From an optimization exercise on the open Yosys and OpenROAD flow, aimed at small area, a short achievable clock period and few clock cycles per item; shortcuts taken in it are not production practice.
For this run, only the layout was checked, not whether the RTL still works.
Power figures rest on the tool's default switching activity, not on a simulated workload.

File: design/flow/config.mk
export PLATFORM = sky130hd
export DESIGN_NAME = inter_pred_top
export DESIGN_NICKNAME = inter_pred_top
export VERILOG_FILES = /design/flow/design.v
export SDC_FILE = /design/flow/constraint.sdc
export NUM_CORES = 4
export LEC_CHECK = 0
export CAP_MARGIN = 20
export CORE_MARGIN = 2
export CORE_UTILIZATION = 40
export SLEW_MARGIN = 20
File: design/flow/constraint.sdc
create_clock -name core_clock -period 8.0 [get_ports {clk}]
set_input_delay 1.6000 -clock core_clock [delete_from_list [all_inputs] [get_ports {clk}]]
set_output_delay 1.6000 -clock core_clock [all_outputs]
set_load 0.01 [all_outputs]
File: design/flow/design.v
`default_nettype none
package pred_pkg;
	localparam int PIX_W = 8;  
	localparam int BLK = 4;  
	localparam int WIN = BLK + 1;  
	localparam int FRAC_W = 3;  
	localparam int ROW_W = $clog2(BLK);  
	localparam int ADDR_W = 5;  
	localparam int H_W = PIX_W + FRAC_W;  
	localparam int STEPS = WIN;
	typedef logic [PIX_W-1:0] pixel_t;
	typedef logic [WIN*PIX_W-1:0] win_row_t;
	typedef logic [BLK*PIX_W-1:0] blk_row_t;
	typedef logic [BLK*H_W-1:0] h_row_t;
endpackage
`default_nettype wire
`timescale 1ns/10ps
`default_nettype none
module pred_fsm #(
	parameter int ADDR_W = pred_pkg::ADDR_W
) (
	input wire logic clk,
	input wire logic rst_i,
	input wire logic start_i,
	input wire logic [pred_pkg::FRAC_W-1:0] frac_x_i,
	input wire logic [pred_pkg::FRAC_W-1:0] frac_y_i,
	input wire logic [ADDR_W-1:0] blk_addr_i,
	input wire logic active_i,
	input wire logic last_i,
	output logic launch_o,
	output logic busy_o,
	output logic [ADDR_W-1:0] blk_addr_o,
	output logic [pred_pkg::FRAC_W-1:0] frac_x_o,
	output logic [pred_pkg::FRAC_W-1:0] frac_y_o
);
	localparam int FW = pred_pkg::FRAC_W;
	logic pend_q;
	logic start_acc;
	logic can_launch;
	logic [FW-1:0] pfx_q;
	logic [FW-1:0] pfy_q;
	logic [ADDR_W-1:0] paddr_q;
	logic [FW-1:0] bfx_q;
	logic [FW-1:0] bfy_q;
	logic [ADDR_W-1:0] baddr_q;
	assign start_acc = start_i && !pend_q;
	assign can_launch = !active_i || last_i;  
	assign launch_o = (pend_q || start_acc) && can_launch;
	assign busy_o = pend_q;
	always_ff @(posedge clk) begin
		if (rst_i) begin
			pend_q <= 1'b0;
		end else begin
			pend_q <= (pend_q || start_acc) && !can_launch;
		end
	end
	always_ff @(posedge clk) begin
		if (start_acc) begin
			pfx_q <= frac_x_i;
			pfy_q <= frac_y_i;
			paddr_q <= blk_addr_i;
		end
	end
	always_ff @(posedge clk) begin
		if (launch_o) begin
			bfx_q <= pend_q ? pfx_q : frac_x_i;
			bfy_q <= pend_q ? pfy_q : frac_y_i;
			baddr_q <= pend_q ? paddr_q : blk_addr_i;
		end
	end
	assign blk_addr_o = baddr_q;
	assign frac_x_o = bfx_q;
	assign frac_y_o = bfy_q;
endmodule
`default_nettype wire
`timescale 1ns/10ps
`default_nettype none
module pred_step_counter (
	input wire logic clk,
	input wire logic rst_i,
	input wire logic launch_i,
	output logic active_o,
	output logic first_o,
	output logic last_o,
	output logic [2:0] step_o
);
	logic [2:0] step_q;
	logic active_q;
	assign active_o = active_q;
	assign step_o = step_q;
	assign first_o = active_q && (step_q == 3'd0);
	assign last_o = active_q && (step_q == 3'(pred_pkg::STEPS - 1));
	always_ff @(posedge clk) begin
		if (rst_i) begin
			active_q <= 1'b0;
			step_q <= '0;
		end else if (launch_i) begin
			active_q <= 1'b1;
			step_q <= '0;
		end else begin
			if (last_o) begin
				active_q <= 1'b0;
			end
			step_q <= step_q + 1'b1;
		end
	end
endmodule
`default_nettype wire
`timescale 1ns/10ps
`default_nettype none
module ref_window (
	input wire logic clk,
	input wire logic row_wr_i,
	input wire logic [2:0] row_idx_i,
	input wire pred_pkg::win_row_t row_data_i,
	input wire logic first_i,
	output pred_pkg::win_row_t row_o
);
	localparam int WIN = pred_pkg::WIN;
	pred_pkg::win_row_t rows [WIN];
	pred_pkg::win_row_t copy [1:WIN-1];
	always_ff @(posedge clk) begin
		for (int i = 0; i < WIN; i++) begin
			if (row_wr_i && (row_idx_i == 3'(i))) begin
				rows[i] <= row_data_i;
			end
		end
	end
	always_ff @(posedge clk) begin
		for (int i = 1; i < WIN-1; i++) begin
			copy[i] <= first_i ? rows[i] : copy[i+1];
		end
		copy[WIN-1] <= rows[WIN-1];  
	end
	assign row_o = first_i ? rows[0] : copy[1];
endmodule
`default_nettype wire
`timescale 1ns/10ps
`default_nettype none
module bilinear_interp #(
	parameter int ADDR_W = pred_pkg::ADDR_W
) (
	input wire logic clk,
	input wire logic rst_i,
	input wire logic active_i,
	input wire logic first_i,
	input wire logic [2:0] step_i,
	input wire logic [ADDR_W-1:0] blk_addr_i,
	input wire logic [pred_pkg::FRAC_W-1:0] frac_x_i,
	input wire logic [pred_pkg::FRAC_W-1:0] frac_y_i,
	input wire pred_pkg::win_row_t row_i,
	output logic wr_o,
	output logic [pred_pkg::ROW_W-1:0] wr_row_o,
	output logic [ADDR_W-1:0] wr_blk_addr_o,
	output pred_pkg::blk_row_t wr_pix_o
);
	localparam int PW = pred_pkg::PIX_W;
	localparam int BLK = pred_pkg::BLK;
	localparam int HW = pred_pkg::H_W;
	localparam int VW = HW + 3;
	function automatic logic [HW-1:0] hpass(input logic [PW-1:0] a, input logic [PW-1:0] b,
		input logic [2:0] f);
		hpass = HW'(a) + HW'(f[0] ? b : a) + (HW'(f[1] ? b : a) << 1) + (HW'(f[2] ? b : a) << 2);
	endfunction
	function automatic logic [PW-1:0] vpass(input logic [HW-1:0] a, input logic [HW-1:0] b,
		input logic [2:0] f);
		logic [VW-1:0] s;
		s = VW'(a) + VW'(f[0] ? b : a) + (VW'(f[1] ? b : a) << 1) + (VW'(f[2] ? b : a) << 2)
			+ VW'(32);
		vpass = s[6 +: PW];
	endfunction
	pred_pkg::h_row_t h_new;
	pred_pkg::h_row_t h_q;
	pred_pkg::blk_row_t v;
	always_comb begin
		for (int c = 0; c < BLK; c++) begin
			h_new[c*HW +: HW] = hpass(row_i[c*PW +: PW], row_i[(c+1)*PW +: PW], frac_x_i);
			v[c*PW +: PW] = vpass(h_q[c*HW +: HW], h_new[c*HW +: HW], frac_y_i);
		end
	end
	always_ff @(posedge clk) begin
		h_q <= h_new;
		wr_pix_o <= v;
		wr_row_o <= pred_pkg::ROW_W'(step_i - 3'd1);
		wr_blk_addr_o <= blk_addr_i;
	end
	always_ff @(posedge clk) begin
		if (rst_i) begin
			wr_o <= 1'b0;
		end else begin
			wr_o <= active_i && !first_i;
		end
	end
endmodule
`default_nettype wire
`timescale 1ns/10ps
`default_nettype none
module pred_out_store #(
	parameter int ADDR_W = pred_pkg::ADDR_W
) (
	input wire logic clk,
	input wire logic wr_i,
	input wire logic [pred_pkg::ROW_W-1:0] wr_row_i,
	input wire logic [ADDR_W-1:0] wr_blk_addr_i,
	input wire pred_pkg::blk_row_t wr_pix_i,
	input wire logic [ADDR_W-1:0] rd_addr_i,
	output logic [pred_pkg::BLK*pred_pkg::BLK*pred_pkg::PIX_W-1:0] pred_o
);
	localparam int BLK = pred_pkg::BLK;
	localparam int RW = pred_pkg::ROW_W;
	localparam int DEPTH = 1 << ADDR_W;
	localparam int BW = BLK*BLK*pred_pkg::PIX_W;
	localparam int ROWB = BLK*pred_pkg::PIX_W;
	logic [BW-1:0] mem [DEPTH];
	logic [DEPTH-1:0] rd_sel;
	logic [BW-1:0] rd_data;
	for (genvar a = 0; a < DEPTH; a++) begin : g_blk
		for (genvar r = 0; r < BLK; r++) begin : g_row
			always_ff @(posedge clk) begin
				if (wr_i && (wr_blk_addr_i == ADDR_W'(a)) && (wr_row_i == RW'(r))) begin
					mem[a][r*ROWB +: ROWB] <= wr_pix_i;
				end
			end
		end
		assign rd_sel[a] = (rd_addr_i == ADDR_W'(a));
	end
	always_comb begin
		rd_data = '0;
		for (int a = 0; a < DEPTH; a++) begin
			rd_data = rd_data | ({BW{rd_sel[a]}} & mem[a]);
		end
	end
	always_ff @(posedge clk) begin
		pred_o <= rd_data;  
	end
endmodule
`default_nettype wire
`timescale 1ns/10ps
`default_nettype none
module inter_pred_top #(
	parameter int ADDR_W = pred_pkg::ADDR_W
) (
	input wire logic clk,
	input wire logic rst_i,
	input wire logic ref_row_wr_i,
	input wire logic [2:0] ref_row_idx_i,
	input wire pred_pkg::win_row_t ref_row_i,
	input wire logic start_i,
	input wire logic [ADDR_W-1:0] blk_addr_i,
	input wire logic [pred_pkg::FRAC_W-1:0] frac_x_i,
	input wire logic [pred_pkg::FRAC_W-1:0] frac_y_i,
	output logic busy_o,
	output logic done_o,
	input wire logic [ADDR_W-1:0] rd_addr_i,
	output logic [pred_pkg::BLK*pred_pkg::BLK*pred_pkg::PIX_W-1:0] pred_o
);
	logic launch;
	logic active;
	logic first;
	logic last;
	logic [2:0] step;
	pred_pkg::win_row_t row;
	logic [ADDR_W-1:0] blk_addr;
	logic [pred_pkg::FRAC_W-1:0] frac_x;
	logic [pred_pkg::FRAC_W-1:0] frac_y;
	logic wr;
	logic [pred_pkg::ROW_W-1:0] wr_row;
	logic [ADDR_W-1:0] wr_blk_addr;
	pred_pkg::blk_row_t wr_pix;
	pred_fsm #(.ADDR_W(ADDR_W)) u_fsm (
		.clk(clk),
		.rst_i(rst_i),
		.start_i(start_i),
		.frac_x_i(frac_x_i),
		.frac_y_i(frac_y_i),
		.blk_addr_i(blk_addr_i),
		.active_i(active),
		.last_i(last),
		.launch_o(launch),
		.busy_o(busy_o),
		.blk_addr_o(blk_addr),
		.frac_x_o(frac_x),
		.frac_y_o(frac_y)
	);
	pred_step_counter u_counter (
		.clk(clk),
		.rst_i(rst_i),
		.launch_i(launch),
		.active_o(active),
		.first_o(first),
		.last_o(last),
		.step_o(step)
	);
	always_ff @(posedge clk) begin
		if (rst_i) begin
			done_o <= 1'b0;
		end else begin
			done_o <= wr && (wr_row == pred_pkg::ROW_W'(pred_pkg::BLK - 1));
		end
	end
	ref_window u_window (
		.clk(clk),
		.row_wr_i(ref_row_wr_i),
		.row_idx_i(ref_row_idx_i),
		.row_data_i(ref_row_i),
		.first_i(first),
		.row_o(row)
	);
	bilinear_interp #(.ADDR_W(ADDR_W)) u_interp (
		.clk(clk),
		.rst_i(rst_i),
		.active_i(active),
		.first_i(first),
		.step_i(step),
		.blk_addr_i(blk_addr),
		.frac_x_i(frac_x),
		.frac_y_i(frac_y),
		.row_i(row),
		.wr_o(wr),
		.wr_row_o(wr_row),
		.wr_blk_addr_o(wr_blk_addr),
		.wr_pix_o(wr_pix)
	);
	pred_out_store #(.ADDR_W(ADDR_W)) u_store (
		.clk(clk),
		.wr_i(wr),
		.wr_row_i(wr_row),
		.wr_blk_addr_i(wr_blk_addr),
		.wr_pix_i(wr_pix),
		.rd_addr_i(rd_addr_i),
		.pred_o(pred_o)
	);
endmodule
`default_nettype wire
File: design/flow/run.sh
#!/bin/bash
# synth_recipe.tcl (not shown) runs the flow's synth.tcl, then flattens the netlist and writes it again
# the make line also repeats each setting of config.mk as NAME=value (left out here)
make -C /OpenROAD-flow-scripts/flow DESIGN_CONFIG=/design/flow/config.mk WORK_HOME=/design/flow/orfs CLKGATE_MAP_FILE= SYNTH_SCRIPT=/design/flow/synth_recipe.tcl finish
==> metrics.md <==
| Metric | Value |
|---|---|
| First-pass GRT wire length | `802000 µm` |
| Final wirelength | `594000 µm` |
| CP top delay family | `adder cells` |
| Yosys warning count | `9` |
| Slowest stage delay, CP | `0.56 ns` |
| DP HPWL | `297000 µm` |
| Chip width | `662 µm` |
| Power per cell area | `421 nW/µm²` |
| CP Capture Type | `flop` |
| Cell area after synthesis | `173000 µm²` |
| Floorplan row count | `241` |
| RSZ-0062 raised after global routing | `yes` |
| DR iter-0 viols | `18700` |
| Pint | `55800 µW` |
| Total grt overflow | `0` |
| Antenna violations before repair | `46` |
| Hold Crit Class | `flop to flop` |
| Yosys top cell area share | `74.8%` |
| Final nets | `10800` |
| DR DRC count | `0` |
| I/O Buffers | `192` |
| Dpl ws | `0.0811 ns` |
| Area delta synth->final | `15.5%` |
| FMAX | `132 MHz` |
| Sw frac | `33.9%` |
| Ranking of synthesized cells by area | `edfxtp_1 75%, a22oi_1 8.7%, dfxtp_1 4.4%, ha_1 1.3%, nand2_1 1.2%` |
| Synth Register Bits | `4696` |
| Cell count of the worst reg-to-reg path | `33` |
| DR WL/cell | `35.7 µm` |
| Clk Latency, worst-skew pair | `1.06 ns` |
| Share of layout cells above drive strength 1 | `13.8%` |
| DIE HEIGHT | `662 µm` |
| CTS tree | `built` |
| # clock sinks | `4696` |
| FF-to-FF End | `u_interp.wr_pix_o[23]` |
| Pin count of the biggest net entering global routing | `129` |
| Worst-path clk slew | `0.07 ns` |
| Crit Reg-Reg Startpoint | `u_counter.step_q[0]` |
| Status | `finished clean` |
| Avg Inst Size Synth | `17.4 µm²` |
| Final core utilization | `46.4%` |
| Ys flop type | `edfxtp_1` |
| Vias in the first global route | `98800` |
| Arrival time at the worst endpoint | `8.48 ns` |
| Number of flops mapped to enable cells by yosys | `4318` |
| CP bufs+invs | `5` |
| NetSw | `28600 µW` |
| Max-slew violation count | `0` |
| Initial core utilization | `40.2%` |
| GRT Util Overall | `26.3%` |
| Syn Inst Count | `9967` |
| Worst-path fanout max | `8` |
| Fill cell count | `36200` |
| Setup-failing EPs final | `0` |
| Ports | `193` |
| Max_cap viols | `0` |
| Hold_ws | `0.331 ns` |
| Clock buffer depth | `4` |
| Ys async rst share | `0%` |
| Setup TNS | `0 ns` |
| Setup Skew | `0.104 ns` |
| Final Hold Fails | `0` |
| Clock Root Buffer | `clkbuf_16` |
| Pleak | `0.0650 µW` |
| H-tree depth | `5` |
| Hold depth | `0` |
| Critical Path RT | `8.89 ns` |
| Worst-Margin Slew | `1.24 ns` |
| Syn nets | `10300` |
| Max VDD drop | `1.33 mV` |
| CP startpoint kind | `flop` |
| Commonest non-fill, non-tap cell in the layout | `edfxtp_1` |
| Vias after detailed routing | `104000` |
| Register area share after synthesis | `79.2%` |
| Reg2reg setup slack | `0.41 ns` |
| DR pass1 iterations | `8` |
| Most frequent cell on the critical path | `ha_1` |
| Hold Crit Start | `u_window.rows[4][33]` |
| Routed Antenna Nets | `0` |
| Via/cell ratio | `6.23` |
| Comb pwr share | `35.5%` |
| TritonCTS Buffers | `459` |
| Worst path slowest cell | `fa_1` |
| Clk pwr share | `25.5%` |
| Unique masters post-synth | `70` |
| Setup ws final | `0.407 ns` |
| Core footprint | `431000 µm²` |
| Setup Crit Path Kind | `flop to flop` |
| Minimum clock period | `7.59 ns` |
| Hold Path End | `u_window.copy[4][33]` |
| Multi-input combinational cell area | `34500 µm²` |
| Reg area | `137000 µm²` |
| Final estimated routing congestion in global placement | `0.854` |
| Relative slew margins | `17.3%` |
| Tcrit/Tclk final | `94.9%` |
| Area leader, netlist | `edfxtp_1` |
| CTS Hold Bufs | `0` |
| Full die area | `439000 µm²` |
| Reg power frac | `39.0%` |
| Leading cell types in the layout, fill and taps excluded | `4318 x edfxtp_1, 2019 x a22oi_1, 563 x nand2_1` |
## Yosys cell counts, types with 8 or more instances
cell         n
nand3_1     14
a221oi_1    10
o21a_1      12
nor3_1     160
a21oi_1     85
mux2i_1    151
fa_1        89
nand4_1    339
a31oi_1     10
nor2_1     321
a22o_1      12
buf_2      249
o21bai_1    16
nand4b_1    13
a21o_1      26
or4_1       11
nand2_1    565
nand2b_1    27
o21ai_0     71
edfxtp_1  4318
nor4_1      13
a21boi_0     8
and4_1      11
clkbuf_1   163
buf_1       90
a22oi_1   2019
dfxtp_1    378
nand3b_1     8
xnor2_1     62
ha_1       181
or3_1        8
mux2_2     178
xor2_1      32
inv_1      164
buf_4       25
o41a_1       8
nor2b_1     23
## worst max path at each step
stage	startpoint	end	slack, ns	cells past startpoint
after floorplan	u_counter.step_q[0]	u_interp.wr_pix_o[7]	0.44	35
after global placement	u_counter.step_q[0]	u_interp.wr_pix_o[23]	0.07	33
after detailed placement	u_counter.step_q[0]	u_interp.wr_pix_o[23]	0.08	33
after CTS	u_counter.step_q[0]	u_interp.wr_pix_o[23]	0.001	33
after global routing	u_counter.step_q[0]	u_interp.wr_pix_o[23]	-0.07	32
final	u_counter.step_q[0]	u_interp.wr_pix_o[23]	0.41	33
## per-layer routing
metal,global-route usage [%],vias to the layer above,wire [µm]
li1,-,41400,-
met3,5.59,1270,77100
met1,35.5,53100,218000
met5,0,-,133
met4,10.1,20,25300
met2,41.8,7959,273000
## what timing repair did
action	in CTS	in global routing
buffers inserted	0	2
pin swaps	0	7
setup endpoints to repair	1	19
resized for setup	1	52
endpoints found under the hold margin	0	0
cloned	0	1
## cell type report
class | instances | area share [%]
Sequential cell | 4696 | 68.6
Multi-Input combinational cell | 4579 | 17.2
Clock buffer | 561 | 6.06
Tap cell | 5710 | 3.57
Timing Repair Buffer | 577 | 2.77
Clock inverter | 303 | 1.41
Inverter | 165 | 0.309
Antenna cell | 58 | 0.0725
## through the flow
stage	instances	instance area (µm²)	power, µW
after detailed placement	15700	185000	61900
final	16600	200000	84400
after global routing	16600	200000	89600
after global placement	15700	185000	61200
after CTS	16600	200000	83400
after floorplan	9967	173000	54000
## power groups by stage
stage                     combinational [µW]  sequential (µW)  clock [µW]
after floorplan                        20500            33500           0
after global placement                 28000            33200           0
after detailed placement               28600            33300           0
after CTS                              28900            32800       21700
after global routing                   34000            32900       22600
final                                  30000            32900       21500
## sequential cells by signal, indices dropped and copies added, names as in the netlist
name / count
u_window.rows: 200
u_interp.wr_blk_addr_o: 5
u_interp.wr_o: 1
u_fsm.baddr_q: 5
u_window.copy: 160
u_interp.h_q: 44
u_interp.wr_pix_o: 32
u_store.pred_o: 128
u_fsm.pfx_q: 3
u_counter.step_q: 3
u_counter.active_q: 1
u_interp.wr_row_o: 2
u_fsm.pend_q: 1
done_o: 1
u_store.mem: 4096
u_fsm.pfy_q: 3
u_fsm.bfy_q: 3
u_fsm.paddr_q: 5
u_fsm.bfx_q: 3
## cells by family (layout without fill, tap and decap cells)
group	count (synthesis)	in the layout	synth area share, %
flops	4696	4696	79.2
compound gates	2344	2344	10.0
simple gates	1541	1542	4.23
buf+inv	693	1606	1.74
mux	329	329	2.03
fa+ha+maj	270	270	2.33
xor+xnor	94	94	0.475
other cells	0	58	0

what the ideal ports hide:
In the flow no input, the clock included, has a driving cell. The finished layout below was timed again as built, in two steps.
Step 1 (the two cells are an assumption about what drives the block):
set clk [get_ports {clk}]
set_driving_cell -lib_cell sky130_fd_sc_hd__clkbuf_16 $clk
set_driving_cell -lib_cell sky130_fd_sc_hd__buf_2 [delete_from_list [all_inputs] $clk]
Step 2, shift: input delay + t, output delay - t, t = (earliest + latest rising clock arrival at the registers) / 2. This alone moves slack from input paths to output paths.
Three values: ideal ports, drivers, drivers and shift; two values: the first two.
shift t [ns]: 1.104
setup WS [ns]: 0.407 / 0.407 / 0.407
hold WS [ns]: 0.331 / 0.331 / 0.331
pins driven straight from the clock port: 1
After both steps setup and hold are still met in this run. The setup slack of this run moves by 0.000 ns with the drivers and by 0.000 ns with both steps.
